Background: an optimization exercise with open tools, aiming at small area, a short achievable clock period and few clock cycles per item. Do not read the settings as production practice.
Function was checked by simulation only, so behaviour that the tests miss may differ from the original.

==> flow/design.v (outline; a module is shown in full before it is edited, if it fits) <==
// module rpc_pre: 22 lines
// module rpc_add3: 13 lines
// module rpc_mul_ka: 323 lines
// module rpc_mul_cb: 397 lines
// module rpc_addsub: 30 lines
// module rpc_cordic: 28 lines
// module rpc_post_round: 30 lines
// module rpc_mul_kx: 400 lines
// module rect_polar_converter: 325 lines
module rect_polar_converter (
  input  logic                                clk,
  input  logic                                rst_n,
  input  logic                                in_valid,
  output logic                                in_ready,
  input  logic [1:0]                          in_opcode,
  input  logic signed [rpc_pkg::CW-1:0]       in_operand_first,
  input  logic signed [rpc_pkg::CW-1:0]       in_operand_second,
  output logic                                out_valid,
  input  logic                                out_ready,
  output logic signed [rpc_pkg::CW-1:0]       out_x_out,
  output logic signed [rpc_pkg::CW-1:0]       out_y_out,
  output logic [rpc_pkg::CW-1:0]              out_magnitude,
  output logic signed [rpc_pkg::ANG_W-1:0]    out_angle_rad,
  output logic                                out_mode_error
);
  // ...
==> flow/run.sh <==
#!/bin/bash
# synth_recipe.tcl (not shown) runs the flow's synth.tcl, then flattens the netlist and writes it again
# the make line also repeats each setting of config.mk as NAME=value (left out here)
make -C /OpenROAD-flow-scripts/flow DESIGN_CONFIG=/design/flow/config.mk WORK_HOME=/design/flow/orfs CLKGATE_MAP_FILE= SYNTH_SCRIPT=/design/flow/synth_recipe.tcl finish
==> flow/config.mk <==
export PLATFORM = sky130hd
export DESIGN_NAME = rect_polar_converter
export DESIGN_NICKNAME = rect_polar_converter
export VERILOG_FILES = /design/flow/design.v
export SDC_FILE = /design/flow/constraint.sdc
export NUM_CORES = 4
export LEC_CHECK = 0
export ABC_AREA = 1
export CAP_MARGIN = 20
export CORE_MARGIN = 2
export CORE_UTILIZATION = 40
export SETUP_SLACK_MARGIN = 5
export SLEW_MARGIN = 20
==> flow/constraint.sdc <==
create_clock -name core_clock -period 8.5 [get_ports {clk}]
set_input_delay 1.7000 -clock core_clock [delete_from_list [all_inputs] [get_ports {clk}]]
set_output_delay 1.7000 -clock core_clock [all_outputs]
set_load 0.01 [all_outputs]
==> flow_metrics.py, run 1 <==
metrics = {
    "synthesis": {
        "netlist_instances": 15400,
        "postSynthAreaPerCell_sq_um": 10.0,
        "yosysSeqAreaShare": 0.396,
    },
    "timing": {
        "fin_ws_ps": 4530,
        "fmax_ghz": 0.252,
        "setup_viol": 0,
        "finalHoldViolations": 0,
    },
    "critical_path": {
        "crit_path_start_kind": "flop",
        "cp_max_fo": 5,
        "cpPeakStageDelay_ps": 490,
    },
    "place": {
        "dp_hpwl_mm": 268,
        "place_inst": 20400,
        "dp_slack_ps": 3900,
    },
    "clocking": {
        "cts-resized-gates": 421,
        "cts_tree": "done",
        "cts_max_level": 5,
    },
    "status": {
        "outcome": "finished clean",
    },
    "die": {
        "start_util": 0.402,
        "taps": 5038,
        "io_pins": 105,
    },
    "route": {
        "drt_wl_total_mm": 353,
        "post-route-drc-count": 0,
    },
    "global_route": {
        "busiest_layer": "met2",
    },
    "cells_and_area": {
        "clk_share": 0.0598,
        "dominant_cells": "multi-input combinational cells",
    },
}
Testbench counts, summed over its fixed seeds: cycles 8,168, items 8,000.
==> module rpc_cordic, before the edit <==
module rpc_cordic #(
  parameter int K = 1
) (
  input  logic                          polar,
  input  logic                          ccw,
  input  logic                          nccw,      
  input  logic signed [rpc_pkg::XW-1:0] xi,
  input  logic signed [rpc_pkg::YW-1:0] yi,
  input  logic signed [rpc_pkg::ZW-1:0] zi,
  output logic signed [rpc_pkg::XW-1:0] xo,
  output logic signed [rpc_pkg::YW-1:0] yo,
  output logic signed [rpc_pkg::ZW-1:0] zo,
  output logic                          ccw_next,
  output logic                          nccw_next
);
  localparam logic [31:0] AT = rpc_pkg::ATAN_Q30[32*K +: 32];
  logic signed [rpc_pkg::XW-1:0] dx;
  logic signed [rpc_pkg::YW-1:0] dy;
  logic signed [rpc_pkg::ZW-1:0] at;
  assign dx  = rpc_pkg::XW'(yi >>> K);
  assign dy  = rpc_pkg::YW'(xi >>> K);
  assign at  = rpc_pkg::ZW'(AT);
  rpc_addsub #(.W(rpc_pkg::XW)) u_x (.a(xi), .b(dx), .sub(ccw),  .s(xo));
  rpc_addsub #(.W(rpc_pkg::YW)) u_y (.a(yi), .b(dy), .sub(nccw), .s(yo));
  rpc_addsub #(.W(rpc_pkg::ZW)) u_z (.a(zi), .b(at), .sub(ccw),  .s(zo));
  assign ccw_next  = polar ? !zo[rpc_pkg::ZW-1] : yo[rpc_pkg::YW-1];
  assign nccw_next = polar ? zo[rpc_pkg::ZW-1] : !yo[rpc_pkg::YW-1];
endmodule
==> module rpc_post_round, before the edit <==
module rpc_post_round (
  input  logic signed [rpc_pkg::XW-1:0] x,
  input  logic signed [rpc_pkg::YW-1:0] y,
  input  logic signed [rpc_pkg::ZW-1:0] z,
  output logic signed [15:0]            zq,     
  output logic signed [15:0]            px,     
  output logic signed [15:0]            py      
);
  logic signed [rpc_pkg::XW-1:0] px_t;
  logic signed [rpc_pkg::YW-1:0] py_t;
  logic signed [rpc_pkg::ZW-1:0] z_t;
  logic [rpc_pkg::XW-1:0] xs8192;
  logic [rpc_pkg::YW-1:0] ys8192;
  logic [rpc_pkg::ZW-1:0] zs;
  rpc_addsub #(.W(rpc_pkg::XW)) u_ax2 (.a (x), .b (32'd8192), .sub (1'b0), .s (xs8192));
  rpc_addsub #(.W(rpc_pkg::YW)) u_ay  (.a (y), .b (31'd8192), .sub (1'b0), .s (ys8192));
  rpc_addsub #(.W(rpc_pkg::ZW)) u_az  (.a (z), .b (33'd65536), .sub (1'b0), .s (zs));
  always_comb begin
    z_t  = $signed(zs) >>> 17;
    zq   = z_t[15:0];      
    px_t = $signed(xs8192) >>> 14;
    py_t = $signed(ys8192) >>> 14;
    if (px_t > 32'sd32767) px = 16'sh7fff;
    else if (px_t < -32'sd32768) px = 16'sh8000;
    else px = px_t[15:0];
    if (py_t > 31'sd32767) py = 16'sh7fff;
    else if (py_t < -31'sd32768) py = 16'sh8000;
    else py = py_t[15:0];
  end
endmodule
==> module rect_polar_converter, before the edit <==
module rect_polar_converter (
  input  logic                                clk,
  input  logic                                rst_n,
  input  logic                                in_valid,
  output logic                                in_ready,
  input  logic [1:0]                          in_opcode,
  input  logic signed [rpc_pkg::CW-1:0]       in_operand_first,
  input  logic signed [rpc_pkg::CW-1:0]       in_operand_second,
  output logic                                out_valid,
  input  logic                                out_ready,
  output logic signed [rpc_pkg::CW-1:0]       out_x_out,
  output logic signed [rpc_pkg::CW-1:0]       out_y_out,
  output logic [rpc_pkg::CW-1:0]              out_magnitude,
  output logic signed [rpc_pkg::ANG_W-1:0]    out_angle_rad,
  output logic                                out_mode_error
);
  localparam int RING = 20;
  localparam int CNTW = 5;             
  localparam logic signed [ZW-1:0] AT0_Q30 = 33'sd843314856;
  logic               e_v;
  logic [1:0]         e_op;
  logic signed [15:0] e_a, e_b;
  logic signed [15:0] e_f1, e_f2, e_f3;
  logic               o_v, s_v;
  logic [CNTW-1:0]    blk_cnt;
  logic               blocked, recirc, deliver, pop, take;
  logic               in_ready_r;
  assign blocked  = (blk_cnt != '0);
  assign recirc   = e_v && (blocked || s_v);
  assign deliver  = e_v && !blocked && !s_v;
  assign pop      = o_v && out_ready;
  assign take     = in_valid && in_ready_r;
  assign in_ready = in_ready_r;
  logic               r0_v;
  logic [1:0]         r0_op;
  logic signed [15:0] r0_a, r0_b;
  always_ff @(posedge clk) begin
    r0_op <= recirc ? e_op : in_opcode;
    r0_a  <= recirc ? e_a  : in_operand_first;
    r0_b  <= recirc ? e_b  : in_operand_second;
  end
  logic [15:0] a_u, b_u;
  logic [39:0] ka0, ka1;
  logic [49:0] cb0, cb1;
  assign a_u = {~r0_a[15], r0_a[14:0]};
  assign b_u = {~r0_b[15], r0_b[14:0]};
  rpc_mul_ka u_mka (.u (a_u), .s0 (ka0), .s1 (ka1));
  rpc_mul_cb u_mcb (.u (b_u), .s0 (cb0), .s1 (cb1));
  logic signed [2:0]  n_q, n_j;
  logic               n_neg, n_ccw0;
  logic [39:0]        n_pa0;
  always_comb begin
    logic signed [16:0] bx, r, rc, a17, b17, ax, ay;
    logic signed [2:0]  w2, f;
    bx = r0_b;
    if (bx > 17'sd11520)        begin w2 = -3'sd2; r = bx - 17'sd23040; end
    else if (bx <= -17'sd11520) begin w2 =  3'sd2; r = bx + 17'sd23040; end
    else                        begin w2 =  3'sd0; r = bx;              end
    if (r > 17'sd5760)          begin f = -3'sd1; rc = r - 17'sd11520; end
    else if (r < -17'sd5760)    begin f =  3'sd1; rc = r + 17'sd11520; end
    else                        begin f =  3'sd0; rc = r;              end
    n_q   = w2 + f;
    n_neg = (f != 3'sd0);
    if (!r0_a[15])     n_j = w2;
    else if (r > 17'sd0) n_j = w2 - 3'sd1;
    else               n_j = w2 + 3'sd1;
    a17 = r0_a;
    b17 = r0_b;
    ax  = r0_a[15] ? -a17 : a17;
    ay  = r0_a[15] ? -b17 : b17;
    if (r0_op == OP_POLAR) n_ccw0 = !rc[16];
    else                   n_ccw0 = ay[16];
    if (r0_op != OP_POLAR) n_pa0 = {6'd0, ax, ay};
    else                   n_pa0 = ka0;
  end
  logic               r1_v;
  logic [1:0]         r1_op;
  logic signed [15:0] r1_a, r1_b;
  logic signed [2:0]  r1_q, r1_j;
  logic               r1_neg, r1_ccw0;
  logic [39:0]        r1_pa0, r1_pa1;
  logic [49:0]        r1_pb0, r1_pb1;
  always_ff @(posedge clk) begin
    r1_op   <= r0_op;
    r1_a    <= r0_a;
    r1_b    <= r0_b;
    r1_q    <= n_q;
    r1_j    <= n_j;
    r1_neg  <= n_neg;
    r1_ccw0 <= n_ccw0;
    r1_pa0  <= n_pa0;
    r1_pa1  <= ka1;
    r1_pb0  <= cb0;
    r1_pb1  <= cb1;
  end
  logic [39:0] sx0, sx1, sy0, sy1, kx, ky, px, py;
  logic [49:0] kz, kg, pz, pg;
  assign sx0 = r1_neg ? ~r1_pa0 : r1_pa0;
  assign sx1 = r1_neg ? ~r1_pa1 : r1_pa1;
  assign kx  = r1_neg ? 40'sd20865056802 : -40'sd20865056736;
  assign sy0 = (r1_ccw0 ^ r1_neg) ? r1_pa0 : ~r1_pa0;
  assign sy1 = (r1_ccw0 ^ r1_neg) ? r1_pa1 : ~r1_pa1;
  always_comb begin
    case ({r1_ccw0, r1_neg})
      2'b10:   ky = -40'sd20865056736;
      2'b11:   ky =  40'sd20865056802;
      2'b00:   ky =  40'sd20865056801;
      default: ky = -40'sd20865056737;
    endcase
    case ({r1_q, r1_ccw0})
      4'b1010: kz = -50'sd77297715001088;
      4'b1011: kz = -50'sd84206150301440;
      4'b1100: kz = -50'sd63480844395008;
      4'b1101: kz = -50'sd70389279695360;
      4'b1110: kz = -50'sd49663973788928;
      4'b1111: kz = -50'sd56572409089280;
      4'b0000: kz = -50'sd35847103182848;
      4'b0001: kz = -50'sd42755538483200;
      4'b0010: kz = -50'sd22030232576768;
      4'b0011: kz = -50'sd28938667877120;
      4'b0100: kz = -50'sd8213361970688;
      4'b0101: kz = -50'sd15121797271040;
      4'b0110: kz =  50'sd5603508635392;
      default: kz = -50'sd1304926664960;
    endcase
    case (r1_j)
      3'b101:  kg = -50'sd80751664217856;
      3'b110:  kg = -50'sd66934793611776;
      3'b111:  kg = -50'sd53117923005696;
      3'b000:  kg = -50'sd39301052399616;
      3'b001:  kg = -50'sd25484181793536;
      3'b010:  kg = -50'sd11667311187456;
      default: kg =  50'sd2149559418624;
    endcase
  end
  rpc_add3 #(.W(40)) u_apx (.a (sx0), .b (sx1), .c (kx), .s (px));
  rpc_add3 #(.W(40)) u_apy (.a (sy0), .b (sy1), .c (ky), .s (py));
  rpc_add3 #(.W(50)) u_apz (.a (r1_pb0), .b (r1_pb1), .c (kz), .s (pz));
  rpc_add3 #(.W(50)) u_apg (.a (r1_pb0), .b (r1_pb1), .c (kg), .s (pg));
  logic signed [XW-1:0] s1_x;
  logic signed [YW-1:0] s1_y;
  logic signed [ZW-1:0] s1_z;
  logic                 s1_ccw;
  always_comb begin
    logic signed [17:0] ax, ay, rx, ry;
    logic signed [ZW-1:0] z0;
    ax = $signed(r1_pa0[33:17]);
    ay = $signed(r1_pa0[16:0]);
    rx = ax + (r1_ccw0 ? -ay : ay);
    ry = ay + (r1_ccw0 ? ax : -ax);
    case ({r1_a[15], r1_b[15], r1_ccw0})
      3'b100:  z0 = PI_Q30 + AT0_Q30;
      3'b101:  z0 = PI_Q30 - AT0_Q30;
      3'b110:  z0 = -PI_Q30 + AT0_Q30;
      3'b111:  z0 = -PI_Q30 - AT0_Q30;
      3'b000, 3'b010: z0 = AT0_Q30;
      default: z0 = -AT0_Q30;
    endcase
    if (r1_op == OP_POLAR) begin
      s1_x = px[XW+5:6];
      s1_y = py[YW+5:6];
      s1_z = pz[ZW+11:12];
      s1_ccw = !pz[ZW+11];
    end else begin
      s1_x = {rx, 14'd0};
      s1_y = {ry[16:0], 14'd0};
      s1_z = z0;
      s1_ccw = ry[17];
    end
  end
  logic               c_v   [1:NST];
  logic [1:0]         c_op  [1:NST];
  logic signed [15:0] c_a   [1:NST];
  logic signed [15:0] c_b   [1:NST];
  logic               c_ccw [1:NST];
  logic               c_nccw [1:NST];
  logic signed [15:0] c_ang [1:NST];
  logic signed [XW-1:0] c_x [1:NST];
  logic signed [YW-1:0] c_y [1:NST];
  logic signed [ZW-1:0] c_z [1:NST];
  always_ff @(posedge clk) begin
    c_op[1]  <= r1_op;
    c_a[1]   <= r1_a;
    c_b[1]   <= r1_b;
    c_x[1]   <= s1_x;
    c_y[1]   <= s1_y;
    c_z[1]   <= s1_z;
    c_ccw[1] <= s1_ccw;
    c_nccw[1] <= !s1_ccw;
    c_ang[1] <= pg[44:29];
  end
  for (genvar k = 1; k < NST; k++) begin : g_rot
    logic signed [XW-1:0] xn;
    logic signed [YW-1:0] yn;
    logic signed [ZW-1:0] zn;
    logic                 cn, ncn;
    rpc_cordic #(.K(k)) u_rot (
      .polar (c_op[k] == OP_POLAR), .ccw (c_ccw[k]), .nccw (c_nccw[k]),
      .xi (c_x[k]), .yi (c_y[k]), .zi (c_z[k]),
      .xo (xn), .yo (yn), .zo (zn), .ccw_next (cn), .nccw_next (ncn)
    );
    always_ff @(posedge clk) begin
      c_op[k+1]  <= c_op[k];
      c_a[k+1]   <= c_a[k];
      c_b[k+1]   <= c_b[k];
      c_x[k+1]   <= xn;
      c_y[k+1]   <= yn;
      c_z[k+1]   <= zn;
      c_ccw[k+1] <= cn;
      c_nccw[k+1] <= ncn;
      c_ang[k+1] <= c_ang[k];
    end
    always_ff @(posedge clk) begin
      if (!rst_n) c_v[k+1] <= 1'b0;
      else        c_v[k+1] <= c_v[k];
    end
  end
  logic signed [15:0] q_zq, q_px, q_py;
  logic [39:0]        q_m0, q_m1;
  rpc_post_round u_round (
    .x (c_x[NST]), .y (c_y[NST]), .z (c_z[NST]),
    .zq (q_zq), .px (q_px), .py (q_py)
  );
  rpc_mul_kx u_mkx (.u (c_x[NST][30:10]), .e (c_x[NST][9]), .s0 (q_m0), .s1 (q_m1));
  logic               p1_v;
  logic [1:0]         p1_op;
  logic signed [15:0] p1_a, p1_b, p1_f1, p1_f2, p1_ang;
  logic [39:0]        p1_m0, p1_m1;
  always_ff @(posedge clk) begin
    p1_op  <= c_op[NST];
    p1_a   <= c_a[NST];
    p1_b   <= c_b[NST];
    p1_f2  <= q_py;
    p1_ang <= c_ang[NST];
    p1_f1  <= (c_op[NST] == OP_POLAR) ? q_px : q_zq;
    p1_m0  <= q_m0;
    p1_m1  <= q_m1;
  end
  logic [39:0] m_sum;
  rpc_addsub #(.W(40)) u_amag (.a (p1_m0), .b (p1_m1), .sub (1'b0), .s (m_sum));
  always_ff @(posedge clk) begin
    e_op <= p1_op;
    e_a  <= p1_a;
    e_b  <= p1_b;
    e_f1 <= p1_f1;
    e_f2 <= (p1_op == OP_POLAR) ? p1_f2 : m_sum[39:24];
    e_f3 <= p1_ang;
  end
  logic signed [15:0] d_x, d_y, d_ang;
  logic [15:0]        d_mag;
  logic               d_err;
  always_comb begin
    logic origin;
    origin = (e_a == '0) && (e_b == '0);
    d_x = '0; d_y = '0; d_mag = '0; d_ang = '0; d_err = 1'b0;
    case (e_op)
      OP_RECT: begin
        d_x   = e_a;
        d_y   = e_b;
        d_mag = origin ? '0 : e_f2;
        d_ang = origin ? '0 : e_f1;
      end
      OP_POLAR: begin
        d_x   = e_f1;
        d_y   = e_f2;
        d_mag = e_a[15] ? -e_a : e_a;
        d_ang = e_f3;
      end
      default: d_err = 1'b1;
    endcase
  end
  logic signed [15:0] o_x, o_y, o_ang, s_x, s_y, s_ang;
  logic [15:0]        o_mag, s_mag;
  logic               o_err, s_err;
  always_ff @(posedge clk) begin
    if (s_v) begin
      if (pop) begin
        o_x <= s_x; o_y <= s_y; o_mag <= s_mag; o_ang <= s_ang; o_err <= s_err;
      end
    end else if (deliver && (!o_v || pop)) begin
      o_x <= d_x; o_y <= d_y; o_mag <= d_mag; o_ang <= d_ang; o_err <= d_err;
    end
    if (deliver && o_v && !pop) begin
      s_x <= d_x; s_y <= d_y; s_mag <= d_mag; s_ang <= d_ang; s_err <= d_err;
    end
  end
  logic s_v_n;
  always_comb begin
    if (s_v) s_v_n = !pop;
    else     s_v_n = deliver && o_v && !pop;
  end
  always_ff @(posedge clk) begin
    if (!rst_n) begin
      r0_v       <= 1'b0;
      r1_v       <= 1'b0;
      c_v[1]     <= 1'b0;
      p1_v       <= 1'b0;
      e_v        <= 1'b0;
      o_v        <= 1'b0;
      s_v        <= 1'b0;
      blk_cnt    <= '0;
      in_ready_r <= 1'b1;
    end else begin
      logic [CNTW-1:0] cnt_n;
      r0_v   <= recirc || take;
      r1_v   <= r0_v;
      c_v[1] <= r1_v;
      p1_v   <= c_v[NST];
      e_v    <= p1_v;
      o_v    <= o_v ? (pop ? (s_v || deliver) : 1'b1) : deliver;
      s_v    <= s_v_n;
      if (recirc && !blocked) cnt_n = CNTW'(RING - 1);
      else if (blocked)       cnt_n = blk_cnt - 1'b1;
      else                    cnt_n = '0;
      blk_cnt    <= cnt_n;
      in_ready_r <= (cnt_n == '0) && !(p1_v && s_v_n);
    end
  end
  assign out_valid      = o_v;
  assign out_x_out      = o_x;
  assign out_y_out      = o_y;
  assign out_magnitude  = o_mag;
  assign out_angle_rad  = o_ang;
  assign out_mode_error = o_err;
endmodule
==> run 2, diff against run 1 <==
--- a/flow/design.v
+++ b/flow/design.v
@@ -3,7 +3,7 @@
   localparam int CW    = 16;       
   localparam int ANG_W = 16;       
   localparam int NST   = 16;       
-  localparam int XW    = 32;       
+  localparam int XW    = 31;       
   localparam int YW    = 31;       
   localparam int ZW    = 33;       
   localparam logic [1:0] OP_RECT  = 2'd0;
@@ -827,7 +827,9 @@
   logic signed [rpc_pkg::YW-1:0] dy;
   logic signed [rpc_pkg::ZW-1:0] at;
   assign dx  = rpc_pkg::XW'(yi >>> K);
-  assign dy  = rpc_pkg::YW'(xi >>> K);
+  logic signed [rpc_pkg::XW:0] xe;
+  assign xe  = {polar & xi[rpc_pkg::XW-1], xi};
+  assign dy  = rpc_pkg::YW'(xe >>> K);
   assign at  = rpc_pkg::ZW'(AT);
   rpc_addsub #(.W(rpc_pkg::XW)) u_x (.a(xi), .b(dx), .sub(ccw),  .s(xo));
   rpc_addsub #(.W(rpc_pkg::YW)) u_y (.a(yi), .b(dy), .sub(nccw), .s(yo));
@@ -851,7 +853,7 @@
   logic [rpc_pkg::XW-1:0] xs8192;
   logic [rpc_pkg::YW-1:0] ys8192;
   logic [rpc_pkg::ZW-1:0] zs;
-  rpc_addsub #(.W(rpc_pkg::XW)) u_ax2 (.a (x), .b (32'd8192), .sub (1'b0), .s (xs8192));
+  rpc_addsub #(.W(rpc_pkg::XW)) u_ax2 (.a (x), .b (31'd8192), .sub (1'b0), .s (xs8192));
   rpc_addsub #(.W(rpc_pkg::YW)) u_ay  (.a (y), .b (31'd8192), .sub (1'b0), .s (ys8192));
   rpc_addsub #(.W(rpc_pkg::ZW)) u_az  (.a (z), .b (33'd65536), .sub (1'b0), .s (zs));
   always_comb begin
@@ -859,8 +861,8 @@
     zq   = z_t[15:0];      
     px_t = $signed(xs8192) >>> 14;
     py_t = $signed(ys8192) >>> 14;
-    if (px_t > 32'sd32767) px = 16'sh7fff;
-    else if (px_t < -32'sd32768) px = 16'sh8000;
+    if (px_t > 31'sd32767) px = 16'sh7fff;
+    else if (px_t < -31'sd32768) px = 16'sh8000;
     else px = px_t[15:0];
     if (py_t > 31'sd32767) py = 16'sh7fff;
     else if (py_t < -31'sd32768) py = 16'sh8000;
@@ -1267,6 +1269,219 @@
   assign s0[39] = t138s;
   assign s1[39] = t137c;
 endmodule
+module rpc_mul_ir (
+  input  logic [15:0] u,
+  output logic [29:0] s0,
+  output logic [29:0] s1
+);
+  logic t0s, t0c, t1s, t1c, t2s, t2c, t3s, t3c;
+  logic t4s, t4c, t5s, t5c, t6s, t6c, t7s, t7c;
+  logic t8s, t8c, t9s, t9c, t10s, t10c, t11s, t11c;
+  logic t12s, t12c, t13s, t13c, t14s, t14c, t15s, t15c;
+  logic t16s, t16c, t17s, t17c, t18s, t18c, t19s, t19c;
+  logic t20s, t20c, t21s, t21c, t22s, t22c, t23s, t23c;
+  logic t24s, t24c, t25s, t25c, t26s, t26c, t27s, t27c;
+  logic t28s, t28c, t29s, t29c, t30s, t30c, t31s, t31c;
+  logic t32s, t32c, t33s, t33c, t34s, t34c, t35s, t35c;
+  logic t36s, t36c, t37s, t37c, t38s, t38c, t39s, t39c;
+  logic t40s, t40c, t41s, t41c, t42s, t42c, t43s, t43c;
+  logic t44s, t44c, t45s, t45c, t46s, t46c, t47s, t47c;
+  logic t48s, t48c, t49s, t49c, t50s, t50c, t51s, t51c;
+  logic t52s, t52c, t53s, t53c, t54s, t54c, t55s, t55c;
+  logic t56s, t56c, t57s, t57c, t58s, t58c, t59s, t59c;
+  logic t60s, t60c, t61s, t61c, t62s, t62c, t63s, t63c;
+  logic t64s, t64c;
+  assign t0s = ~u[12] ^ u[10];
+  assign t0c = ~u[12] & u[10];
+  assign t1s = ~u[13] ^ u[11];
+  assign t1c = ~u[13] & u[11];
+  assign t2s = ~u[14] ^ u[12];
+  assign t2c = ~u[14] & u[12];
+  assign t3s = ~u[15] ^ u[13] ^ u[11];
+  assign t3c = (~u[15] & u[13]) | (~u[15] & u[11]) | (u[13] & u[11]);
+  assign t4s = u[14] ^ u[12];
+  assign t4c = u[14] & u[12];
+  assign t5s = ~u[9] ^ u[7] ^ u[5];
+  assign t5c = (~u[9] & u[7]) | (~u[9] & u[5]) | (u[7] & u[5]);
+  assign t6s = ~u[10] ^ u[8] ^ u[6];
+  assign t6c = (~u[10] & u[8]) | (~u[10] & u[6]) | (u[8] & u[6]);
+  assign t7s = ~u[11] ^ u[9] ^ u[7];
+  assign t7c = (~u[11] & u[9]) | (~u[11] & u[7]) | (u[9] & u[7]);
+  assign t8s = t0s ^ u[8] ^ u[6];
+  assign t8c = (t0s & u[8]) | (t0s & u[6]) | (u[8] & u[6]);
+  assign t9s = ~u[3] ^ u[0];
+  assign t9c = ~u[3] & u[0];
+  assign t10s = t1s ^ u[9] ^ u[7];
+  assign t10c = (t1s & u[9]) | (t1s & u[7]) | (u[9] & u[7]);
+  assign t11s = ~u[4] ^ u[1] ^ t0c;
+  assign t11c = (~u[4] & u[1]) | (~u[4] & t0c) | (u[1] & t0c);
+  assign t12s = t2s ^ u[10] ^ u[8];
+  assign t12c = (t2s & u[10]) | (t2s & u[8]) | (u[10] & u[8]);
+  assign t13s = ~u[5] ^ u[2] ^ t1c;
+  assign t13c = (~u[5] & u[2]) | (~u[5] & t1c) | (u[2] & t1c);
+  assign t14s = t3s ^ u[9] ^ ~u[6];
+  assign t14c = (t3s & u[9]) | (t3s & ~u[6]) | (u[9] & ~u[6]);
+  assign t15s = u[3] ^ 1'b1 ^ t2c;
+  assign t15c = (u[3] & 1'b1) | (u[3] & t2c) | (1'b1 & t2c);
+  assign t16s = t4s ^ u[10] ^ ~u[7];
+  assign t16c = (t4s & u[10]) | (t4s & ~u[7]) | (u[10] & ~u[7]);
+  assign t17s = u[4] ^ 1'b1 ^ t3c;
+  assign t17c = (u[4] & 1'b1) | (u[4] & t3c) | (1'b1 & t3c);
+  assign t18s = u[15] ^ u[13] ^ u[11];
+  assign t18c = (u[15] & u[13]) | (u[15] & u[11]) | (u[13] & u[11]);
+  assign t19s = ~u[8] ^ u[5] ^ t4c;
+  assign t19c = (~u[8] & u[5]) | (~u[8] & t4c) | (u[5] & t4c);
+  assign t20s = u[14] ^ u[12] ^ ~u[9];
+  assign t20c = (u[14] & u[12]) | (u[14] & ~u[9]) | (u[12] & ~u[9]);
+  assign t21s = u[6] ^ 1'b1;
+  assign t21c = u[6] & 1'b1;
+  assign t22s = u[15] ^ u[13] ^ ~u[10];
+  assign t22c = (u[15] & u[13]) | (u[15] & ~u[10]) | (u[13] & ~u[10]);
+  assign t23s = u[14] ^ ~u[11];
+  assign t23c = u[14] & ~u[11];
+  assign t24s = ~u[6] ^ u[4];
+  assign t24c = ~u[6] & u[4];
+  assign t25s = ~u[7] ^ u[5] ^ u[3];
+  assign t25c = (~u[7] & u[5]) | (~u[7] & u[3]) | (u[5] & u[3]);
+  assign t26s = ~u[8] ^ u[6] ^ u[4];
+  assign t26c = (~u[8] & u[6]) | (~u[8] & u[4]) | (u[6] & u[4]);
+  assign t27s = t5s ^ u[3] ^ ~u[0];
+  assign t27c = (t5s & u[3]) | (t5s & ~u[0]) | (u[3] & ~u[0]);
+  assign t28s = t6s ^ u[4] ^ ~u[1];
+  assign t28c = (t6s & u[4]) | (t6s & ~u[1]) | (u[4] & ~u[1]);
+  assign t29s = t7s ^ u[5] ^ ~u[2];
+  assign t29c = (t7s & u[5]) | (t7s & ~u[2]) | (u[5] & ~u[2]);
+  assign t30s = t8s ^ t9s ^ 1'b1;
+  assign t30c = (t8s & t9s) | (t8s & 1'b1) | (t9s & 1'b1);
+  assign t31s = t10s ^ t11s ^ t8c;
+  assign t31c = (t10s & t11s) | (t10s & t8c) | (t11s & t8c);
+  assign t32s = t12s ^ t13s ^ t10c;
+  assign t32c = (t12s & t13s) | (t12s & t10c) | (t13s & t10c);
+  assign t33s = t14s ^ t15s ^ t12c;
+  assign t33c = (t14s & t15s) | (t14s & t12c) | (t15s & t12c);
+  assign t34s = t16s ^ t17s ^ t14c;
+  assign t34c = (t16s & t17s) | (t16s & t14c) | (t17s & t14c);
+  assign t35s = t18s ^ t19s ^ t16c;
+  assign t35c = (t18s & t19s) | (t18s & t16c) | (t19s & t16c);
+  assign t36s = t20s ^ t21s ^ t18c;
+  assign t36c = (t20s & t21s) | (t20s & t18c) | (t21s & t18c);
+  assign t37s = t22s ^ u[7] ^ t20c;
+  assign t37c = (t22s & u[7]) | (t22s & t20c) | (u[7] & t20c);
+  assign t38s = t23s ^ u[8] ^ 1'b1;
+  assign t38c = (t23s & u[8]) | (t23s & 1'b1) | (u[8] & 1'b1);
+  assign t39s = u[15] ^ ~u[12] ^ u[9];
+  assign t39c = (u[15] & ~u[12]) | (u[15] & u[9]) | (~u[12] & u[9]);
+  assign t40s = ~u[13] ^ u[10];
+  assign t40c = ~u[13] & u[10];
+  assign t41s = ~u[14] ^ u[11];
+  assign t41c = ~u[14] & u[11];
+  assign t42s = ~u[4] ^ u[2];
+  assign t42c = ~u[4] & u[2];
+  assign t43s = ~u[5] ^ u[3] ^ u[1];
+  assign t43c = (~u[5] & u[3]) | (~u[5] & u[1]) | (u[3] & u[1]);
+  assign t44s = t24s ^ u[2] ^ u[0];
+  assign t44c = (t24s & u[2]) | (t24s & u[0]) | (u[2] & u[0]);
+  assign t45s = t25s ^ u[1] ^ t24c;
+  assign t45c = (t25s & u[1]) | (t25s & t24c) | (u[1] & t24c);
+  assign t46s = t26s ^ u[2] ^ t25c;
+  assign t46c = (t26s & u[2]) | (t26s & t25c) | (u[2] & t25c);
+  assign t47s = t27s ^ 1'b1 ^ t26c;
+  assign t47c = (t27s & 1'b1) | (t27s & t26c) | (1'b1 & t26c);
+  assign t48s = t28s ^ t5c ^ t27c;
+  assign t48c = (t28s & t5c) | (t28s & t27c) | (t5c & t27c);
+  assign t49s = t29s ^ t6c ^ t28c;
+  assign t49c = (t29s & t6c) | (t29s & t28c) | (t6c & t28c);
+  assign t50s = t30s ^ t7c ^ t29c;
+  assign t50c = (t30s & t7c) | (t30s & t29c) | (t7c & t29c);
+  assign t51s = t31s ^ t9c ^ t30c;
+  assign t51c = (t31s & t9c) | (t31s & t30c) | (t9c & t30c);
+  assign t52s = t32s ^ t11c ^ t31c;
+  assign t52c = (t32s & t11c) | (t32s & t31c) | (t11c & t31c);
+  assign t53s = t33s ^ t13c ^ t32c;
+  assign t53c = (t33s & t13c) | (t33s & t32c) | (t13c & t32c);
+  assign t54s = t34s ^ t15c ^ t33c;
+  assign t54c = (t34s & t15c) | (t34s & t33c) | (t15c & t33c);
+  assign t55s = t35s ^ t17c ^ t34c;
+  assign t55c = (t35s & t17c) | (t35s & t34c) | (t17c & t34c);
+  assign t56s = t36s ^ t19c ^ t35c;
+  assign t56c = (t36s & t19c) | (t36s & t35c) | (t19c & t35c);
+  assign t57s = t37s ^ t21c ^ t36c;
+  assign t57c = (t37s & t21c) | (t37s & t36c) | (t21c & t36c);
+  assign t58s = t38s ^ t22c ^ t37c;
+  assign t58c = (t38s & t22c) | (t38s & t37c) | (t22c & t37c);
+  assign t59s = t39s ^ t23c ^ t38c;
+  assign t59c = (t39s & t23c) | (t39s & t38c) | (t23c & t38c);
+  assign t60s = t40s ^ 1'b1 ^ t39c;
+  assign t60c = (t40s & 1'b1) | (t40s & t39c) | (1'b1 & t39c);
+  assign t61s = t41s ^ 1'b1 ^ t40c;
+  assign t61c = (t41s & 1'b1) | (t41s & t40c) | (1'b1 & t40c);
+  assign t62s = ~u[15] ^ u[12] ^ t41c;
+  assign t62c = (~u[15] & u[12]) | (~u[15] & t41c) | (u[12] & t41c);
+  assign t63s = u[13] ^ 1'b1;
+  assign t63c = u[13] & 1'b1;
+  assign t64s = u[14] ^ 1'b1;
+  assign t64c = u[14] & 1'b1;
+  assign s0[0] = ~u[0];
+  assign s1[0] = 1'b1;
+  assign s0[1] = ~u[1];
+  assign s1[1] = 1'b0;
+  assign s0[2] = ~u[2];
+  assign s1[2] = u[0];
+  assign s0[3] = ~u[3];
+  assign s1[3] = u[1];
+  assign s0[4] = t42s;
+  assign s1[4] = u[0];
+  assign s0[5] = t43s;
+  assign s1[5] = t42c;
+  assign s0[6] = t44s;
+  assign s1[6] = t43c;
+  assign s0[7] = t45s;
+  assign s1[7] = t44c;
+  assign s0[8] = t46s;
+  assign s1[8] = t45c;
+  assign s0[9] = t47s;
+  assign s1[9] = t46c;
+  assign s0[10] = t48s;
+  assign s1[10] = t47c;
+  assign s0[11] = t49s;
+  assign s1[11] = t48c;
+  assign s0[12] = t50s;
+  assign s1[12] = t49c;
+  assign s0[13] = t51s;
+  assign s1[13] = t50c;
+  assign s0[14] = t52s;
+  assign s1[14] = t51c;
+  assign s0[15] = t53s;
+  assign s1[15] = t52c;
+  assign s0[16] = t54s;
+  assign s1[16] = t53c;
+  assign s0[17] = t55s;
+  assign s1[17] = t54c;
+  assign s0[18] = t56s;
+  assign s1[18] = t55c;
+  assign s0[19] = t57s;
+  assign s1[19] = t56c;
+  assign s0[20] = t58s;
+  assign s1[20] = t57c;
+  assign s0[21] = t59s;
+  assign s1[21] = t58c;
+  assign s0[22] = t60s;
+  assign s1[22] = t59c;
+  assign s0[23] = t61s;
+  assign s1[23] = t60c;
+  assign s0[24] = t62s;
+  assign s1[24] = t61c;
+  assign s0[25] = t63s;
+  assign s1[25] = t62c;
+  assign s0[26] = t64s;
+  assign s1[26] = t63c;
+  assign s0[27] = u[15];
+  assign s1[27] = t64c;
+  assign s0[28] = 1'b1;
+  assign s1[28] = 1'b0;
+  assign s0[29] = 1'b1;
+  assign s1[29] = 1'b0;
+endmodule
 `default_nettype wire
 `default_nettype none
 import rpc_pkg::*;
@@ -1434,7 +1649,7 @@
       s1_z = pz[ZW+11:12];
       s1_ccw = !pz[ZW+11];
     end else begin
-      s1_x = {rx, 14'd0};
+      s1_x = {rx[16:0], 14'd0};
       s1_y = {ry[16:0], 14'd0};
       s1_z = z0;
       s1_ccw = ry[17];
@@ -1446,20 +1661,18 @@
   logic signed [15:0] c_b   [1:NST];
   logic               c_ccw [1:NST];
   logic               c_nccw [1:NST];
-  logic signed [15:0] c_ang [1:NST];
   logic signed [XW-1:0] c_x [1:NST];
   logic signed [YW-1:0] c_y [1:NST];
   logic signed [ZW-1:0] c_z [1:NST];
   always_ff @(posedge clk) begin
     c_op[1]  <= r1_op;
     c_a[1]   <= r1_a;
-    c_b[1]   <= r1_b;
+    c_b[1]   <= (r1_op == OP_POLAR) ? pg[44:29] : r1_b;
     c_x[1]   <= s1_x;
     c_y[1]   <= s1_y;
     c_z[1]   <= s1_z;
     c_ccw[1] <= s1_ccw;
     c_nccw[1] <= !s1_ccw;
-    c_ang[1] <= pg[44:29];
   end
   for (genvar k = 1; k < NST; k++) begin : g_rot
     logic signed [XW-1:0] xn;
@@ -1480,7 +1693,6 @@
       c_z[k+1]   <= zn;
       c_ccw[k+1] <= cn;
       c_nccw[k+1] <= ncn;
-      c_ang[k+1] <= c_ang[k];
     end
     always_ff @(posedge clk) begin
       if (!rst_n) c_v[k+1] <= 1'b0;
@@ -1496,27 +1708,36 @@
   rpc_mul_kx u_mkx (.u (c_x[NST][30:10]), .e (c_x[NST][9]), .s0 (q_m0), .s1 (q_m1));
   logic               p1_v;
   logic [1:0]         p1_op;
-  logic signed [15:0] p1_a, p1_b, p1_f1, p1_f2, p1_ang;
+  logic signed [15:0] p1_a, p1_b, p1_f1, p1_f2;
   logic [39:0]        p1_m0, p1_m1;
   always_ff @(posedge clk) begin
     p1_op  <= c_op[NST];
     p1_a   <= c_a[NST];
     p1_b   <= c_b[NST];
     p1_f2  <= q_py;
-    p1_ang <= c_ang[NST];
     p1_f1  <= (c_op[NST] == OP_POLAR) ? q_px : q_zq;
     p1_m0  <= q_m0;
     p1_m1  <= q_m1;
   end
+  logic [15:0] g_u;
+  logic [29:0] g0, g1, gk, gr;
+  assign g_u = {~p1_b[15], p1_b[14:0]};
+  rpc_mul_ir u_mir (.u (g_u), .s0 (g0), .s1 (g1));
+  always_comb begin
+    if (!p1_a[15])                       gk = 30'd0;
+    else if (!p1_b[15] && p1_b != 16'd0) gk = -30'sd94371840;    
+    else                                 gk = 30'sd94371840;
+  end
+  rpc_add3 #(.W(30)) u_air (.a (g0), .b (g1), .c (gk), .s (gr));
   logic [39:0] m_sum;
   rpc_addsub #(.W(40)) u_amag (.a (p1_m0), .b (p1_m1), .sub (1'b0), .s (m_sum));
   always_ff @(posedge clk) begin
     e_op <= p1_op;
     e_a  <= p1_a;
-    e_b  <= p1_b;
+    e_b  <= (p1_op == OP_POLAR) ? gr[28:13] : p1_b;
     e_f1 <= p1_f1;
     e_f2 <= (p1_op == OP_POLAR) ? p1_f2 : m_sum[39:24];
-    e_f3 <= p1_ang;
+    e_f3 <= p1_b;
   end
   logic signed [15:0] d_x, d_y, d_ang;
   logic [15:0]        d_mag;
==> run 2 against run 1 <==
Compared with the run above:
- still clean on timing, DRC and antenna
- final area down 3.4%
- global-route usage grew 0.79 points
- die area decreased by 2.2%
- non-clock buffer count fell by 107
- cell count decreased by 1.1%
- clock-buffer cell count down 24
- clock skew decreased by 49 ps
- maximum frequency down 13%
- core utilization decreased by 0.74 points
- critical path depth shrank 6
- critical endpoint is now e_b[13]$_DFF_P_
- worst hold slack better by 44 ps
==> flow_metrics.py, run 2 <==
metrics = {
    "status": {
        "outcome": "finished clean",
    },
    "critical_path": {
        "r2r-start": "p1_b[14]$_DFF_P_",
        "crit_path_start_kind": "flop",
        "ff2ff_path_depth": 20,
        "cp_max_fo": 7,
        "crit_required_ps": 9280,
        "end_kind": "flop",
        "crit_start": "p1_b[14]$_DFF_P_",
        "r2r_end": "e_b[13]$_DFF_P_",
        "path_class": "reg2reg",
        "reg2reg_slack_ps": 3920,
        "crit_arrival_ps": 5360,
    },
    "clocking": {
        "cts_buffers": 294,
        "root_buffer": "clkbuf_16",
        "cts_max_level": 5,
        "cts_hold_buffers": 0,
        "clock_latency_ps": 900,
        "cts_sinks": 2689,
        "cts_max_path_buffers": 4,
        "cts.clk_slew.worst_paths_ps": 60,
        "cts_tree": "done",
    },
    "die": {
        "start_util": 0.401,
        "coreArea_sq_um": 375000,
        "io_pins": 105,
        "die_h_um": 617,
        "rows": 225,
        "die_area_sq_um": 381000,
        "fp.dieW_um": 617,
    },
    "worst_hold_path": {
        "hold_path_depth": 0,
        "hold_class": "reg2reg",
        "holdPathEnd": "c_b[12][12]$_DFF_P_",
        "min_from": "c_b[11][12]$_DFF_P_",
    },
    "timing": {
        "setup_viol": 0,
        "fin_crit_sh": 0.539,
        "rsz0062_at_grt": "yes",
        "finalHoldViolations": 0,
        "fin_hold_ws_ps": 311,
        "fmax_ghz": 0.218,
        "fin_tns_setup_ps": 0,
        "relSlewSlack": 0.363,
        "tightest_slew_ps": 946,
        "maxSlewViolCount": 0,
        "final.setup_skew_ps": 60.9,
        "min_period_ps": 4580,
    },
    "synthesis": {
        "ys_types": 72,
        "async_flop_share": 0,
        "yosysTopAreaCellShare": 0.340,
        "synth_top_family_by_area": "adder cells",
        "synth.mux.area_fraction": 0.00133,
        "synth_edf_count": 130,
        "postSynthAreaPerCell_sq_um": 9.82,
        "synth-compound-area-share": 0.0746,
        "synthTopCellsByCount": "2909 x inv_1, 2559 x dfxtp_1, 1816 x ha_1",
        "synth_flop_cell": "dfxtp_1",
        "yosys_warnings": 25,
        "synthTopCellsByArea": "dfxtp_1 34%, ha_1 15%, fa_1 15%, inv_1 7.3%, xnor2_1 5.7%",
        "synth_xor_area_frac": 0.0952,
        "synth_most_common_cell": "inv_1",
        "synthAdderAreaFrac": 0.299,
        "yosysSeqAreaShare": 0.366,
        "syn_area_sq_um": 151000,
        "synth_top_cell_by_area": "dfxtp_1",
        "synth-seq-cells": 2689,
        "synth-simple-area-share": 0.0848,
        "synth_fp_nets": 18300,
        "netlist_instances": 15300,
    },
    "job": {
        "drv_cap": 0,
    },
    "global_route": {
        "grt_start_max_net_pins": 73,
        "grt_overflow_total": 0,
        "grt_pass1_wl_mm": 555,
        "grt_usage": 0.184,
        "grt_pass1_vias": 101000,
        "grt_antenna_before_repair": 16,
    },
    "place": {
        "io_buffers": 104,
        "gp_congestion": 0.911,
        "dp_hpwl_mm": 273,
        "place_inst": 20300,
    },
    "cells_and_area": {
        "final_common_cell": "inv_1",
        "stdcell_count": 21200,
        "regMostFlops": "c_z",
        "final_cell_mix": "2836 x inv_1, 2479 x dfxtp_1, 1749 x ha_1",
        "post-route-util": 0.467,
        "fin_nets": 18900,
        "largest_reg_flops": 512,
        "drive_above_1_share": 0.102,
        "syn_to_final_growth_pct": 16.4,
        "reg_top3": "c_z x512, c_x x487, c_y x483",
    },
    "route": {
        "antenna_left": 0,
        "post-route-drc-count": 0,
        "first_pass_iters": 5,
        "drt_wl_total_mm": 357,
        "drtIter0Drc": 5407,
        "via_per_inst": 4.72,
        "routedWlPerCell_um": 16.9,
        "vias": 99900,
    },
}
==> run 2: changes by cell type after synthesis, moves of 27 or more <==
cell | before | now
fa_1 | 1072 | 1115
dfxtp_1 | 2847 | 2559
nand2_1 | 1737 | 1807
nor2_1 | 573 | 544
a21o_1 | 210 | 237
ha_1 | 1755 | 1816
a21oi_1 | 571 | 618
==> run 2: logic make-up after synthesis <==
family | after synthesis
adders and majority gates | 2931
DFF | 2689
xor gates and xnor gates | 1634
muxes | 20
AOI/OAI and AO/OA | 1866
and+or+nand+nor | 3047
buffers and inverters | 3136
==> run 2: worst max-delay path, stage by stage (launching register included) <==
cell     delay [ps]
dfxtp_4         400
inv_2            80
ha_1            320
fa_1            490
inv_1            50
fa_1            490
fa_1            550
inv_1            70
ha_4            250
ha_1            320
nand2_4          70
nor3_4          150
nand3_2         120
nand2_4         110
a21oi_4          70
o21ai_4         190
nand3_1          90
nand2_1          80
fa_2            420
nand2_1          70
o21ai_1          60
==> run 2: worst max path at each step <==
stage / to / slack (ps) / cells past startpoint
2_1_floorplan: e_b[13]$_DFF_P_ / 4110 / 19
3_3_place_gp: c_y[1][25]$_DFF_P_ / 3500 / 21
3_5_place_dp: c_y[1][25]$_DFF_P_ / 3490 / 21
4_1_cts: e_b[13]$_DFF_P_ / 3900 / 19
5_1_grt: e_b[13]$_DFF_P_ / 3700 / 19
6_report: e_b[13]$_DFF_P_ / 3920 / 20
==> run 2: through the flow <==
stage          cell area, sq um  setup WS, ps
2_1_floorplan            152000          4110
5_1_grt                  175000          3700
3_3_place_gp             158000          3500
6_report                 175000          3920
4_1_cts                  171000          3900
3_5_place_dp             158000          3490
==> run 2: repair_timing <==
| item | CTS | global route |
|---|---|---|
| setup endpoints to repair | 933 | 428 |
| cloned | 16 | 13 |
| gates resized for setup | 421 | 531 |
| setup buffers | 159 | 171 |
| pin swaps | 101 | 182 |
==> run 2: cell type report <==
| type | count | area [sq um] |
|---|---|---|
| Clock inverter | 113 | 1490 |
| Timing Repair Buffer | 515 | 5490 |
| Antenna cell | 5 | 12.5 |
| Sequential cell | 2689 | 55300 |
| Timing Repair inverter | 10 | 73.8 |
| Multi-Input combinational cell | 9500 | 86700 |
| Inverter | 2930 | 11200 |
| Fill cell | 34900 | 200000 |
| Tap cell | 4994 | 6250 |
| Clock buffer | 416 | 8730 |
==> run 2: routing by layer <==
layer / vias to the layer above / global-route usage / wire [um]
li1: 49800 / - / -
met1: 47700 / 0.230 / 153000
met2: 1743 / 0.330 / 177000
met3: 600 / 0.0248 / 15800
met4: 0 / 0.0543 / 11200
met5: - / 0 / 0
Testbench counts of run 2, summed over its fixed seeds: cycles 8,168, items 8,000.
==> run 3, diff against run 2 <==
--- a/flow/design.v
+++ b/flow/design.v
@@ -1564,7 +1564,7 @@
   logic [1:0]         r1_op;
   logic signed [15:0] r1_a, r1_b;
   logic signed [2:0]  r1_q, r1_j;
-  logic               r1_neg, r1_ccw0;
+  logic               r1_neg, r1_ccw0, r1_invy;
   logic [39:0]        r1_pa0, r1_pa1;
   logic [49:0]        r1_pb0, r1_pb1;
   always_ff @(posedge clk) begin
@@ -1575,18 +1575,19 @@
     r1_j    <= n_j;
     r1_neg  <= n_neg;
     r1_ccw0 <= n_ccw0;
+    r1_invy <= !(n_ccw0 ^ n_neg);
     r1_pa0  <= n_pa0;
     r1_pa1  <= ka1;
     r1_pb0  <= cb0;
     r1_pb1  <= cb1;
   end
   logic [39:0] sx0, sx1, sy0, sy1, kx, ky, px, py;
-  logic [49:0] kz, kg, pz, pg;
+  logic [49:0] kz, kg, pz;
   assign sx0 = r1_neg ? ~r1_pa0 : r1_pa0;
   assign sx1 = r1_neg ? ~r1_pa1 : r1_pa1;
   assign kx  = r1_neg ? 40'sd20865056802 : -40'sd20865056736;
-  assign sy0 = (r1_ccw0 ^ r1_neg) ? r1_pa0 : ~r1_pa0;
-  assign sy1 = (r1_ccw0 ^ r1_neg) ? r1_pa1 : ~r1_pa1;
+  assign sy0 = r1_invy ? ~r1_pa0 : r1_pa0;
+  assign sy1 = r1_invy ? ~r1_pa1 : r1_pa1;
   always_comb begin
     case ({r1_ccw0, r1_neg})
       2'b10:   ky = -40'sd20865056736;
@@ -1623,7 +1624,14 @@
   rpc_add3 #(.W(40)) u_apx (.a (sx0), .b (sx1), .c (kx), .s (px));
   rpc_add3 #(.W(40)) u_apy (.a (sy0), .b (sy1), .c (ky), .s (py));
   rpc_add3 #(.W(50)) u_apz (.a (r1_pb0), .b (r1_pb1), .c (kz), .s (pz));
-  rpc_add3 #(.W(50)) u_apg (.a (r1_pb0), .b (r1_pb1), .c (kg), .s (pg));
+  logic [49:0] gt, gu;
+  logic [29:0] gl;
+  logic [15:0] gh;
+  assign gt = r1_pb0 ^ r1_pb1 ^ kg;
+  assign gu = {(r1_pb0[48:0] & r1_pb1[48:0]) | (r1_pb0[48:0] & kg[48:0])
+               | (r1_pb1[48:0] & kg[48:0]), 1'b0};
+  rpc_addsub #(.W(30)) u_apgl (.a ({1'b0, gt[28:0]}), .b ({1'b0, gu[28:0]}), .sub (1'b0), .s (gl));
+  rpc_addsub #(.W(16)) u_apgh (.a (gt[44:29]), .b (gu[44:29]), .sub (1'b0), .s (gh));
   logic signed [XW-1:0] s1_x;
   logic signed [YW-1:0] s1_y;
   logic signed [ZW-1:0] s1_z;
@@ -1659,6 +1667,7 @@
   logic [1:0]         c_op  [1:NST];
   logic signed [15:0] c_a   [1:NST];
   logic signed [15:0] c_b   [1:NST];
+  logic               c_bc;
   logic               c_ccw [1:NST];
   logic               c_nccw [1:NST];
   logic signed [XW-1:0] c_x [1:NST];
@@ -1667,7 +1676,8 @@
   always_ff @(posedge clk) begin
     c_op[1]  <= r1_op;
     c_a[1]   <= r1_a;
-    c_b[1]   <= (r1_op == OP_POLAR) ? pg[44:29] : r1_b;
+    c_b[1]   <= (r1_op == OP_POLAR) ? gh : r1_b;
+    c_bc     <= (r1_op == OP_POLAR) && gl[29];
     c_x[1]   <= s1_x;
     c_y[1]   <= s1_y;
     c_z[1]   <= s1_z;
@@ -1687,7 +1697,8 @@
     always_ff @(posedge clk) begin
       c_op[k+1]  <= c_op[k];
       c_a[k+1]   <= c_a[k];
-      c_b[k+1]   <= c_b[k];
+      if (k == 1) c_b[k+1] <= c_b[k] + {15'd0, c_bc};
+      else        c_b[k+1] <= c_b[k];
       c_x[k+1]   <= xn;
       c_y[k+1]   <= yn;
       c_z[k+1]   <= zn;
--- a/flow/config.mk
+++ b/flow/config.mk
@@ -8,6 +8,6 @@
 export ABC_AREA = 1
 export CAP_MARGIN = 20
 export CORE_MARGIN = 2
-export CORE_UTILIZATION = 40
+export CORE_UTILIZATION = 55
 export SETUP_SLACK_MARGIN = 5
 export SLEW_MARGIN = 20
==> run 3 against run 2 <==
Compared with the run above:
- wire length increased by 7.8%
- still clean
- worst hold slack improved by 2.9 ps
- largest cell class unchanged
- synthesized cell count decreased by 0.83%
- final area decreased by 1.2%
- global-route usage increased by 9.0 points
- via count increased by 2.5%
- core utilization increased by 17 points
- maximum frequency increased by 1.2%
==> flow_metrics.py, run 3 <==
metrics = {
    "critical_path": {
        "crit_arrival_ps": 5370,
        "crit_top_cell": "fa_1",
        "cpPeakStageDelay_ps": 550,
        "crit_slowest_cell": "fa_1",
        "crit_required_ps": 9340,
        "path_buf_inv": 4,
        "end_kind": "flop",
        "path_class": "reg2reg",
        "critical-path-top-delay-family": "adder cells",
        "crit_path_start_kind": "flop",
        "reg2reg_slack_ps": 3970,
        "cp_cell_sequence": "fa_1 -> inv_2 -> fa_1 -> inv_2 -> fa_1 -> inv_1 -> fa_1 -> inv_2 -> ha_4 -> ha_4 -> a21oi_4 -> o21ai_2 -> a221oi_2 -> nand2_4 -> nand3_2 -> nand2_2 -> fa_2 -> nand2_1 -> o21ai_1",
        "cp_max_fo": 3,
    },
    "synthesis": {
        "yosysTopAreaCellShare": 0.341,
        "syn_area_sq_um": 150000,
        "yosysSeqAreaShare": 0.367,
        "synthTopCellsByCount": "2886 x inv_1, 2561 x dfxtp_1, 1786 x ha_1",
        "synth_edf_count": 130,
        "synth_fp_nets": 18200,
        "synthTopCellsByArea": "dfxtp_1 34%, fa_1 15%, ha_1 15%, inv_1 7.2%, xnor2_1 5.9%",
        "synth-seq-cells": 2691,
        "ys_types": 63,
        "netlist_instances": 15200,
        "postSynthAreaPerCell_sq_um": 9.89,
        "async_flop_share": 0,
        "synth_most_common_cell": "inv_1",
        "synth_top_cell_by_area": "dfxtp_1",
        "yosys_warnings": 26,
        "synth_flop_cell": "dfxtp_1",
    },
    "clocking": {
        "cts_tree": "done",
        "cts_max_level": 5,
        "root_buffer": "clkbuf_16",
        "clock_latency_ps": 910,
        "cts_buffers": 295,
        "cts_max_path_buffers": 4,
        "cts_sinks": 2691,
        "cts.clk_slew.worst_paths_ps": 60,
    },
    "timing": {
        "tightest_slew_ps": 1280,
        "fin_crit_sh": 0.533,
        "setup_viol": 0,
        "fin_hold_ws_ps": 313,
        "maxSlewViolCount": 0,
        "fmax_ghz": 0.221,
        "finalHoldViolations": 0,
        "final.setup_skew_ps": 37.2,
        "fin_tns_setup_ps": 0,
        "rsz0062_at_grt": "yes",
        "min_period_ps": 4530,
        "relSlewSlack": 0.140,
    },
    "die": {
        "rows": 191,
        "io_pins": 105,
        "start_util": 0.554,
        "die_h_um": 527,
        "die_area_sq_um": 278000,
        "fp.dieW_um": 527,
        "coreArea_sq_um": 271000,
    },
    "place": {
        "dp_hpwl_mm": 300,
        "gp_congestion": 0.948,
        "place_inst": 18700,
        "io_buffers": 104,
    },
    "cells_and_area": {
        "reg_top3": "c_z x512, c_x x487, c_y x483",
        "regMostFlops": "c_z",
        "final_common_cell": "inv_1",
        "fin_nets": 18800,
        "largest_reg_flops": 512,
        "drive_above_1_share": 0.103,
        "final_cell_mix": "2799 x inv_1, 2478 x dfxtp_1, 1725 x ha_1",
        "stdcell_count": 19600,
        "syn_to_final_growth_pct": 15.1,
    },
    "global_route": {
        "grt_pass1_vias": 107000,
        "grt_usage": 0.275,
        "grt_overflow_total": 0,
        "grt_start_max_net_pins": 70,
        "grt_pass1_wl_mm": 595,
        "grt_antenna_before_repair": 23,
    },
    "route": {
        "antenna_left": 0,
        "drt_wl_total_mm": 385,
        "drtIter0Drc": 6205,
        "post-route-drc-count": 0,
        "vias": 102000,
        "via_per_inst": 5.21,
        "first_pass_iters": 7,
        "routedWlPerCell_um": 19.6,
    },
    "job": {
        "drv_cap": 0,
    },
    "worst_hold_path": {
        "hold_class": "reg2reg",
    },
    "status": {
        "outcome": "finished clean",
    },
}
run 3: cell types whose count changed in the layout (fill, tap and decap cells not counted), sizes merged, moves of 29 or more:
cell   change
a21oi     -44
nand3     -30
nor2      -52
xor2      +29
ha        -30
nand2     -54
run 3: timing repair:
| item | CTS | global route |
|---|---|---|
| setup buffers | 193 | 162 |
| setup endpoints to repair | 920 | 457 |
| pin swaps | 115 | 177 |
| gates resized for setup | 484 | 475 |
| hold buffers | 0 | 0 |
| cloned | 16 | 15 |
run 3: per-stage QoR:
| stage | setup WS (ps) | util | cell area [sq um] |
|---|---|---|---|
| after CTS | 3930 | 0.625 | 170000 |
| after floorplan | 4100 | - | 151000 |
| after global placement | 3510 | 0.576 | 156000 |
| after detailed placement | 3600 | 0.576 | 156000 |
| final | 3970 | 0.638 | 173000 |
| after global routing | 3780 | 0.638 | 173000 |
run 3: area by class of cell:
type	count	area (sq um)
Sequential cell	2691	55400
Multi-Input combinational cell	9394	86300
Clock inverter	140	1800
Tap cell	3570	4470
Clock buffer	396	8330
Inverter	2902	11100
Timing Repair inverter	12	83.8
Antenna cell	4	10.0
Timing Repair Buffer	540	5540
Fill cell	22200	98200
run 3: final timing paths:
check / from / end / cells past startpoint
worst max-delay path: p1_b[15]$_DFF_P_ / e_b[13]$_DFF_P_ / 19
worst max register to register: p1_b[15]$_DFF_P_ / e_b[13]$_DFF_P_ / 19
worst min-delay path: c_b[14][4]$_DFF_P_ / c_b[15][4]$_DFF_P_ / 0
worst min register to register: c_b[14][4]$_DFF_P_ / c_b[15][4]$_DFF_P_ / 0
run 3: metal layers:
metal	up-vias	global-route usage	share of wire
li1	49400	-	-
met1	50000	0.348	0.42
met2	2250	0.477	0.49
met3	743	0.0361	0.051
met4	0	0.102	0.042
met5	-	0	0
run 3: logic make-up after synthesis:
family                     after synthesis  synth area share
AOI/OAI and AO/OA                     1838            0.0736
adders and majority gates             2924             0.300
DFF                                   2691             0.367
buffers and inverters                 3113            0.0781
xor gates and xnor gates              1690            0.0985
and+or+nand+nor                       2920            0.0812
muxes                                   20           0.00133
Testbench counts of run 3, summed over its fixed seeds: cycles 8,168, items 8,000.

what the ideal ports hide:
The flow's constraints put no driver on any port. The routed layouts listed below were extracted and timed again, unchanged, in two steps.
Step 1 sets driving cells, clkbuf_16 on the clock port and buf_2 on the other inputs (assumed; they add their load-dependent delay and slew).
Step 2 adds t to the input delays and takes it off the output delays; t is the mean of the earliest and latest rising clock arrival at the registers after step 1. Input paths then give back, and output paths get back, about the clock's delay inside the block.
Slacks: ideal / step 1 / step 2; pairs: ideal / step 1.
| run | shift t [ns] | setup slack, ns | worst hold slack (ns) | worst data-port slew with drivers (ns) | cell pins on the clock port's net |
|---|---|---|---|---|---|
| run 1 | 1.023 | 4.532 / 4.532 / 4.518 | 0.267 / 0.267 / 0.267 | 0.06 | 1 |
| run 2 | 0.991 | 3.916 / 3.916 / 3.916 | 0.311 / 0.311 / 0.311 | 0.09 | 1 |
| run 3 | 0.978 | 3.968 / 3.968 / 3.968 | 0.313 / 0.313 / 0.313 | 0.07 | 1 |
After both steps every run listed still meets setup and hold. The setup slack of run 1, which loses most, moves by 0.000 ns with the drivers and by -0.014 ns with both steps.
